From an optimization exercise on the open Yosys and OpenROAD flow, aimed at small area, a short achievable clock period and few clock cycles; shortcuts taken in it are not production practice.
Function was checked by simulation only, so behaviour that the tests miss may differ from the original.

## least_squares_parabola_fit_unit
module least_squares_parabola_fit_unit (
  input  logic                              clk,
  input  logic                              rst_n,
  input  logic                              in_valid,
  output logic                              in_ready,
  input  logic signed [lsq_pkg::XW-1:0]     in_point_x,
  input  logic signed [lsq_pkg::XW-1:0]     in_point_y,
  input  logic                              in_last_point,
  output logic                              out_valid,
  input  logic                              out_ready,
  output logic signed [lsq_pkg::CoefW-1:0]  out_coef_a,
  output logic signed [lsq_pkg::CoefW-1:0]  out_coef_b,
  output logic signed [lsq_pkg::CoefW-1:0]  out_coef_c,
  output logic                              out_singular
);
  logic        v0, l0, l1, l2;
  logic [11:0] x0, y0;
  logic [22:0] u1;
  logic [5:0]  xo1, xt1, xn1, yo1, yt1, yn1;
  logic        snap_lock;
  logic        take, adv0, c0, last0;
  logic [11:0] xg, yg;
  logic [22:0] sq;
  logic [12:0] xb, yb;
  logic [5:0]  xo, xt, xn, yo, yt, yn;
  logic [10:0] n_a,    n_s,    n_nx;
  logic [21:0] sx_a,   sx_s,   sx_nx;
  logic [21:0] sy_a,   sy_s,   sy_nx;
  logic [32:0] sx2_a,  sx2_s,  sx2_nx;
  logic [33:0] sxy_as, sxy_ac, sxy_s, sxy_ns, sxy_nc, sxy_fin, sxy_is, sxy_ic;
  logic [43:0] sx3_as, sx3_ac, sx3_s, sx3_ns, sx3_nc, sx3_fin, sx3_is, sx3_ic;
  ...
Size: ~2800 flip-flops, about 130 I/O pins.
Settings: LEC_CHECK=0, CAP_MARGIN=20, CORE_MARGIN=2, CORE_UTILIZATION=45, CTS_BUF_LIST=sky130_fd_sc_hd__clkbuf_16, CTS_CLUSTER_DIAMETER=110, CTS_CLUSTER_SIZE=28, SLEW_MARGIN=20; clock period 10.0 ns.
standard.sh (not shown) runs the stock make flow with config.mk's settings and CLKGATE_MAP_FILE= SYNTH_SCRIPT=/design/flow/synth_recipe.tcl, a recipe that flattens the netlist after the stock synthesis.
==> flow/flow/run.sh <==
#!/bin/bash
set -euo pipefail
bash standard.sh SETUP_SLACK_MARGIN=5.5 finish > layout.log 2>&1
The starting point went through all stages and came out clean.
Testbench counts at the start, summed over its fixed seeds: cycles 6,897.
==> next run, changes <==
==> flow/run.sh (new file) <==
#!/bin/bash
# synth_recipe.tcl (not shown) runs the flow's synth.tcl, then flattens the netlist and writes it again
# the make line also repeats each setting of config.mk as NAME=value (left out here)
make -C /OpenROAD-flow-scripts/flow DESIGN_CONFIG=/design/flow/config.mk WORK_HOME=/design/flow/orfs CLKGATE_MAP_FILE= SYNTH_SCRIPT=/design/flow/synth_recipe.tcl finish
Settings changed: CORE_UTILIZATION 45 to 70, CTS_BUF_LIST sky130_fd_sc_hd__clkbuf_16 to not set, CTS_CLUSTER_DIAMETER 110 to not set, CTS_CLUSTER_SIZE 28 to not set, SETUP_SLACK_MARGIN set to 5.
removed: flow/flow/run.sh
removed: flow/standard.sh
=> Area after synthesis does not change; via count went up by a few percent; final cell count went down by a little under a tenth; setup slack loses 0.43 ns; worst hold slack loses 0.024 ns; maximum frequency went down by a little under a tenth.
==> next run, changes <==
==> flow/flow/run.sh (new file) <==
#!/bin/bash
set -euo pipefail
bash standard.sh SETUP_SLACK_MARGIN=5.5 finish > layout.log 2>&1
==> flow/standard.sh (new file) <==
#!/bin/bash
# synth_recipe.tcl (not shown) runs the flow's synth.tcl, then flattens the netlist and writes it again
# the make line also repeats each setting of config.mk as NAME=value (left out here)
make -C /OpenROAD-flow-scripts/flow DESIGN_CONFIG=/design/flow/config.mk WORK_HOME=/design/flow/orfs CLKGATE_MAP_FILE= SYNTH_SCRIPT=/design/flow/synth_recipe.tcl "${@:-finish}"
Settings changed: CORE_UTILIZATION 70 to 45, CTS_BUF_LIST set to sky130_fd_sc_hd__clkbuf_16, CTS_CLUSTER_DIAMETER set to 110, CTS_CLUSTER_SIZE set to 26, SETUP_SLACK_MARGIN 5 to not set.
removed: flow/run.sh
Result: Final area came out higher by 0.54%. Area after synthesis stays the same. Routed wire length came out higher by 1.9%. Core utilization came out lower by 27 points. Die area came out higher by 55%. Clock skew came out lower by 0.034 ns. Hold slack gains 0.034 ns. Synthesized cell count does not change.


## run 1
least_squares_parabola_fit_unit again, from the RTL that the note above started with.
// least_squares_parabola_fit_unit
module least_squares_parabola_fit_unit (
  input  logic                              clk,
  input  logic                              rst_n,
  input  logic                              in_valid,
  output logic                              in_ready,
  input  logic signed [lsq_pkg::XW-1:0]     in_point_x,
  input  logic signed [lsq_pkg::XW-1:0]     in_point_y,
  input  logic                              in_last_point,
  output logic                              out_valid,
  input  logic                              out_ready,
  output logic signed [lsq_pkg::CoefW-1:0]  out_coef_a,
  output logic signed [lsq_pkg::CoefW-1:0]  out_coef_b,
  output logic signed [lsq_pkg::CoefW-1:0]  out_coef_c,
  output logic                              out_singular
);
Settings: LEC_CHECK=0, CAP_MARGIN=20, CORE_MARGIN=2, CORE_UTILIZATION=45, CTS_BUF_LIST=sky130_fd_sc_hd__clkbuf_16, CTS_CLUSTER_DIAMETER=100, CTS_CLUSTER_SIZE=20, SLEW_MARGIN=20; clock period 10.0 ns.
==> flow/flow/run.sh <==
#!/bin/bash
set -euo pipefail
bash standard.sh SETUP_SLACK_MARGIN=5.5 finish > layout.log 2>&1
Testbench counts of run 1, summed over its fixed seeds: cycles 6,897.
Here is what was changed in the inputs of run 2 compared with run 1.
- putting SETUP_SLACK_MARGIN at 5 where nothing was set
- clearing CTS_CLUSTER_DIAMETER, which used to be 100
- swapping sky130_fd_sc_hd__clkbuf_16 for sky130_fd_sc_hd__clkbuf_8 in CTS_BUF_LIST
==> flow/run.sh (new file) <==
#!/bin/bash
# synth_recipe.tcl (not shown) runs the flow's synth.tcl, then flattens the netlist and writes it again
# the make line also repeats each setting of config.mk as NAME=value (left out here)
make -C /OpenROAD-flow-scripts/flow DESIGN_CONFIG=/design/flow/config.mk WORK_HOME=/design/flow/orfs CLKGATE_MAP_FILE= SYNTH_SCRIPT=/design/flow/synth_recipe.tcl finish
removed: flow/flow/run.sh
removed: flow/standard.sh
## What came out
- Run 2 vs run 1, instance count: run 2 higher
- Depth of the critical timing path with buffers and inverters included, run 2 and run 1: lower on run 2
- Higher routing usage on met2 among run 2 and run 1: run 1
- On largest driver fanout on the critical path: run 2 sits above run 1.
- Comparing run 2 and run 1, the lower share of post-route cells with drive strength above 1 is on run 1.
What run 3 does differently from run 2 at the input level:
- SETUP_SLACK_MARGIN: 5 -> unset
==> flow/flow/run.sh (new file) <==
#!/bin/bash
set -euo pipefail
bash standard.sh SETUP_SLACK_MARGIN=6.0 finish > layout.log 2>&1
==> flow/standard.sh (new file) <==
#!/bin/bash
# synth_recipe.tcl (not shown) runs the flow's synth.tcl, then flattens the netlist and writes it again
# the make line also repeats each setting of config.mk as NAME=value (left out here)
make -C /OpenROAD-flow-scripts/flow DESIGN_CONFIG=/design/flow/config.mk WORK_HOME=/design/flow/orfs CLKGATE_MAP_FILE= SYNTH_SCRIPT=/design/flow/synth_recipe.tcl "${@:-finish}"
removed: flow/run.sh
Notes after the runs:
Run 3 ran to completion and came out clean on the timing, design-rule and antenna checks. Fraction of layout cells with a size suffix above 1 is higher on run 3. [compare] base=run 2 new=run 3: design area up about 10%. For run 3, the capture point of the worst path was acc_c[35]$_DFF_P_, unlike run 2, where it was acc_c[64]$_DFF_P_. Routed wire in run 3 totals more than in run 2.
[inputs] run 4 vs run 3
- swapping 45 for 60 in CORE_UTILIZATION
- clearing CTS_CLUSTER_SIZE, which used to be 20
- clearing CTS_BUF_LIST, which used to be sky130_fd_sc_hd__clkbuf_8
- putting SETUP_SLACK_MARGIN at 5 where nothing was set
==> flow/run.sh (new file) <==
#!/bin/bash
# synth_recipe.tcl (not shown) runs the flow's synth.tcl, then flattens the netlist and writes it again
# the make line also repeats each setting of config.mk as NAME=value (left out here)
make -C /OpenROAD-flow-scripts/flow DESIGN_CONFIG=/design/flow/config.mk WORK_HOME=/design/flow/orfs CLKGATE_MAP_FILE= SYNTH_SCRIPT=/design/flow/synth_recipe.tcl finish
removed: flow/flow/run.sh
removed: flow/standard.sh
### Flow results
- Changes observed in run 4 relative to run 3: clock skew shrank by 0.12 ns, post-CTS setup buffer count now sits lower, global placement routability congestion grew by about 4%.
- Going from run 3 to run 4, cell depth of the worst flop-to-flop path decreased by 3 relative to the old numbers, final cell utilization of the core rose 11 points.
- Delta(pin slew with the least headroom to its limit, run 4 - run 3) > 0
- Taking run 3 over run 4, the fill cell instance count of the final layout ratio works out to 1.4.


== build 90 ==
least_squares_parabola_fit_unit again, from the RTL that the note above started with.
==> flow/design.v (excerpt) <==
module least_squares_parabola_fit_unit (
  input  logic                              clk,
  input  logic                              rst_n,
  input  logic                              in_valid,
  output logic                              in_ready,
  input  logic signed [lsq_pkg::XW-1:0]     in_point_x,
  input  logic signed [lsq_pkg::XW-1:0]     in_point_y,
  input  logic                              in_last_point,
  output logic                              out_valid,
  input  logic                              out_ready,
  output logic signed [lsq_pkg::CoefW-1:0]  out_coef_a,
  output logic signed [lsq_pkg::CoefW-1:0]  out_coef_b,
  output logic signed [lsq_pkg::CoefW-1:0]  out_coef_c,
  output logic                              out_singular
);
clock: 10.0 ns
lec_check: 0
cap_margin: 20
core_margin: 2
core_utilization: 45
cts_buf_list: sky130_fd_sc_hd__clkbuf_4
cts_cluster_size: 12
slew_margin: 20
==> flow/flow/run.sh <==
#!/bin/bash
set -euo pipefail
bash standard.sh SETUP_SLACK_MARGIN=5.5 finish > layout.log 2>&1
Testbench counts of build 90, summed over its fixed seeds: cycles 6,897.
Here is what was changed in the inputs of build 31 compared with build 90.
- CTS_CLUSTER_SIZE now 24, was 12
- CTS_CLUSTER_DIAMETER now 90, previously not set
- CTS_BUF_LIST now sky130_fd_sc_hd__clkbuf_16, was sky130_fd_sc_hd__clkbuf_4
[summary]
- | global-route wire length before repair | build 31 vs build 90 | better |
- Taking build 90 as the reference, in build 31 layout overhead on the synthesized area dropped 1.6 points; routed wire length climbed 0.56%; accumulated negative setup slack neither gained nor lost much; total global routing track utilization about even.
diff inputs: build 31 => build 37
- CTS_CLUSTER_SIZE now 26, was 24
- CTS_CLUSTER_DIAMETER now 110, was 90
==> flow/flow/run.sh <==
#!/bin/bash
set -euo pipefail
bash standard.sh SETUP_SLACK_MARGIN=5.6 finish > layout.log 2>&1
Notes after the runs:
Build 37 reports its slowest cell on the critical path as sky130_fd_sc_hd__fa_1 while build 31 reports sky130_fd_sc_hd__fa_2. Build 37 against build 31: maximum number of pins on one net before global-route repair went down; worst setup slack moved up. Between build 37 and build 31, it is build 37 whose share of layout cells above drive strength 1 is lower, by 1.0 points. Setup fix buffers added after clock tree synthesis, build 37 and build 31: larger value in build 31. The run showing the smaller number of clock buffers inserted by TritonCTS is build 37.
For build 6, these inputs were changed with respect to build 37:
- CTS_BUF_LIST changed from sky130_fd_sc_hd__clkbuf_16 to sky130_fd_sc_hd__clkbuf_4
- CTS_CLUSTER_SIZE changed from 26 to 12
- CTS_CLUSTER_DIAMETER removed (was 110)
- SETUP_SLACK_MARGIN newly set to 5
==> flow/run.sh (new file) <==
#!/bin/bash
# synth_recipe.tcl (not shown) runs the flow's synth.tcl, then flattens the netlist and writes it again
# the make line also repeats each setting of config.mk as NAME=value (left out here)
make -C /OpenROAD-flow-scripts/flow DESIGN_CONFIG=/design/flow/config.mk WORK_HOME=/design/flow/orfs CLKGATE_MAP_FILE= SYNTH_SCRIPT=/design/flow/synth_recipe.tcl finish
removed: flow/flow/run.sh
removed: flow/standard.sh
Findings:
Net count of the mapped netlist came out exactly the same in build 6 and build 37.
Compared with build 37, in build 6 routed wire length fell 1.5%; layout overhead on the synthesized area rose 0.46 points; global placer's final weighted congestion rose 0.026.
Min worst setup slack after layout across build 6 and build 37: build 6

## port drivers added, routing unchanged
The flow's constraints put no driver on any port. The routed layouts listed below were extracted and timed again, unchanged, in two steps. Step 1 (the two cells are an assumption about what drives the block):
set clk [get_ports {clk}]
set_driving_cell -lib_cell sky130_fd_sc_hd__clkbuf_16 $clk
set_driving_cell -lib_cell sky130_fd_sc_hd__buf_2 [delete_from_list [all_inputs] $clk]
Step 2, shift: input delay + t, output delay - t, t = (earliest + latest rising clock arrival at the registers) / 2. This alone moves slack from input paths to output paths. Slacks: no drivers / after step 1 / after step 2; pairs: no drivers / after step 1.
| run | shift t [ns] | setup slack, ns | slew at the worst register clock pin (ns) |
|---|---|---|---|
| the first run of note 1 | 1.046 | 5.384 / 5.384 / 5.384 | 0.12 / 0.12 |
| the second run of note 1 | 1.055 | 4.950 / 4.950 / 4.950 | 0.07 / 0.07 |
| the third run of note 1 | 1.046 | 5.508 / 5.508 / 5.476 | 0.12 / 0.12 |
| run 1 | 1.057 | 5.400 / 5.400 / 5.400 | 0.10 / 0.10 |
| run 2 | 1.246 | 5.076 / 5.076 / 5.076 | 0.08 / 0.08 |
| run 3 | 1.323 | 5.515 / 5.515 / 5.515 | 0.08 / 0.08 |
| run 4 | 1.060 | 5.039 / 5.039 / 5.039 | 0.07 / 0.07 |
| build 90 | 1.753 | 5.460 / 5.413 / 5.460 | 0.09 / 0.09 |
| build 31 | 1.042 | 5.420 / 5.420 / 5.420 | 0.11 / 0.11 |
| build 37 | 1.026 | 5.503 / 5.503 / 5.102 | 0.12 / 0.12 |
| build 6 | 1.712 | 5.036 / 5.036 / 5.036 | 0.09 / 0.09 |
After both steps every run listed still meets setup and hold. For build 37, which loses most, drivers alone change the setup slack by 0.000 ns; drivers and shift together by -0.401 ns.
